Background: an optimization exercise with open tools, aiming at small area and a short achievable clock period. Do not read the settings as production practice.
Only simulation tests tie the RTL to the original design; equivalence was not proved.
No activity file was given, so power comes from the tool's default toggle rates.

==> module burstFifo, before the edit <==
module burstFifo
(
    input  logic  CLK,
    input  logic  RESET_N,
    input  logic  clear,       
    input  logic  push,
    input  sdramPkg::dataT  pushData,
    input  logic  pop,
    output sdramPkg::dataT  headData,    
    output sdramPkg::countT count,
    output logic  full,
    output logic  empty
);
    logic [63:0][15:0] mem;
    logic [5:0]  wrPtr;
    logic [5:0]  rdPtrX;      
    logic [5:0]  rdPtrN;
    logic        fullR;
    logic        notEmpty;
    logic        doPush;
    logic        doPop;
    logic [63:0] wrSlot;      
    logic [63:0] wrEn;
    logic [63:0] rdSel;
    logic        headTake;    
    sdramPkg::dataT nextWord;
    assign doPush = push && !fullR;       
    assign doPop  = pop && notEmpty;      
    assign rdPtrN = rdPtrX ^ 6'd1;
    always_ff @(posedge CLK or negedge RESET_N)
    begin
        if (!RESET_N)
        begin
            wrPtr    <= '0;
            rdPtrX   <= '0;
            count    <= '0;
            fullR    <= 1'b0;
            notEmpty <= 1'b0;
        end
        else if (clear)
        begin
            wrPtr    <= '0;
            rdPtrX   <= '0;
            count    <= '0;
            fullR    <= 1'b0;
            notEmpty <= 1'b0;
        end
        else
        begin
            if (doPush)
                wrPtr <= wrPtr + 1'b1;
            if (doPop)
                rdPtrX <= (rdPtrN + 1'b1) ^ 6'd1;
            case ({doPush, doPop})
                2'b10:   count <= count + 1'b1;
                2'b01:   count <= count - 1'b1;
                default: count <= count;
            endcase
            fullR    <= (count == 7'd64 && !doPop) || (count == 7'd63 && doPush && !doPop);
            notEmpty <= !((count == 7'd0 && !doPush) || (count == 7'd1 && doPop && !doPush));
        end
    end
    always_ff @(posedge CLK or negedge RESET_N)
    begin
        if (!RESET_N)
            full <= 1'b0;
        else
            full <= !clear && !doPop && (count[6] || (count == 7'd63 && doPush));
    end
    logic emptyOutN;
    always_ff @(posedge CLK or negedge RESET_N)
    begin
        if (!RESET_N)
            emptyOutN <= 1'b0;
        else
            emptyOutN <= !clear && (doPush || (count > 7'd1) || (count[0] && !doPop));
    end
    assign empty = !emptyOutN;
    always_comb
    begin
        for (int i = 0; i < 64; i++)
        begin
            wrSlot[i] = (wrPtr == 6'(i)) && !fullR;
            wrEn[i]   = push && wrSlot[i];
            rdSel[i]  = (rdPtrN == 6'(i));
        end
    end
    always_ff @(posedge CLK)
    begin
        for (int i = 0; i < 64; i++)
            if (wrEn[i])
                mem[i] <= pushData;
    end
    always_comb
    begin
        nextWord = '0;
        for (int i = 0; i < 64; i++)
            nextWord = nextWord | (mem[i] & {16{rdSel[i]}});
    end
    assign headTake = (count == 7'd0) || (count == 7'd1 && doPop);
    always_ff @(posedge CLK)
    begin
        if (headTake)
            headData <= pushData;
        else if (doPop)
            headData <= nextWord;
    end
endmodule
==> flow/config.mk <==
export PLATFORM = sky130hd
export DESIGN_NAME = sdramCtrlTop
export DESIGN_NICKNAME = sdramCtrlTop
export VERILOG_FILES = /design/flow/design.v
export SDC_FILE = /design/flow/constraint.sdc
export NUM_CORES = 4
export LEC_CHECK = 0
export CAP_MARGIN = 20
export CORE_MARGIN = 2
export CORE_UTILIZATION = 40
export SLEW_MARGIN = 20
==> flow/constraint.sdc <==
create_clock -name core_clock -period 10.0 [get_ports {CLK}]
set_input_delay 2.0000 -clock core_clock [delete_from_list [all_inputs] [get_ports {CLK}]]
set_output_delay 2.0000 -clock core_clock [all_outputs]
set_load 0.01 [all_outputs]
standard.sh (not shown) runs the stock make flow with config.mk's settings and CLKGATE_MAP_FILE= SYNTH_SCRIPT=/design/flow/synth_recipe.tcl, a recipe that flattens the netlist after the stock synthesis.
==> flow/flow/run.sh <==
#!/bin/bash
# The standard layout (standard.sh: the standard synthesis, then ORFS from floorplan to
# finish) with two changes to how the layout is made, not to what is measured:
#  - repair_timing aims for more setup slack than the 10 ns constraint needs (SETUP_SLACK_MARGIN),
#    so the resizer keeps working on the paths that set the achieved period;
#  - the port buffers that buffer_ports inserts are buf_2 cells instead of delay buffers.
# The SDC (clock period, I/O delays, loads) is the standard flow's constraint.sdc, unchanged.
# ORFS writes each step's full log under orfs/logs; make's own output goes to standard.log.
export SETUP_SLACK_MARGIN=${FLOW_SETUP_MARGIN:-6.5}
export BUFFER_PORTS_ARGS="-buffer_cell sky130_fd_sc_hd__buf_2"
bash standard.sh > standard.log 2>&1
Next try:
--- a/flow/design.v
+++ b/flow/design.v
@@ -113,13 +113,14 @@
         for (int i = 0; i < 64; i++)
             nextWord = nextWord | (mem[i] & {16{rdSel[i]}});
     end
+    logic headPop;
+    logic headHold;
     assign headTake = (count == 7'd0) || (count == 7'd1 && doPop);
+    assign headPop  = doPop && !headTake;
+    assign headHold = !((count == 7'd0) || (pop && emptyOutN));
     always_ff @(posedge CLK)
     begin
-        if (headTake)
-            headData <= pushData;
-        else if (doPop)
-            headData <= nextWord;
+        headData <= (pushData & {16{headTake}}) | (nextWord & {16{headPop}}) | (headData & {16{headHold}});
     end
 endmodule
 `timescale 1ns/10ps
Utilization falls by 0.25 points.
Power falls by 7.0%.
Count of clock-buffer cells in the layout rises by 26.
Routed wire length rises by 7.1%.
Clock power falls by about 2%.
Die area rises by 1.4%.
Synthesized cell count rises by 4.8%.
Setup slack is better by 0.075 ns.
Maximum frequency rises by 2.0%.
Area after synthesis rises by 1.4%.
Cell area rises by 0.71%.
Critical path depth rises by 4.
Worst hold slack barely changes.
Via count rises by 2.5%.

## port drivers added, routing unchanged
The results above use ideal ports. As a check the final layouts listed here were re-extracted and re-timed, cells and wires unchanged.
Step 1, drivers: a clkbuf_16 drives CLK and a buf_2 each remaining input, both assumed.
Step 2 also shifts input and output timing later by t, the mid clock arrival at the registers, as if the neighbouring blocks saw the same clock.
a / b / c = ideal / step 1 / step 2; a / b = the first two.
run | t (ns) | setup slack, ns | worst register clock-pin slew, ns | cell pins on the clock port's net
the first run | 0.993 | 6.151 / 6.067 / 5.373 | 0.07 / 0.07 | 1
the second run | 0.978 | 6.227 / 6.276 / 5.298 | 0.07 / 0.07 | 1
After both steps setup and hold are still met in every run listed. For the second run, which loses most, drivers alone change the setup slack by +0.049 ns; drivers and shift together by -0.929 ns.
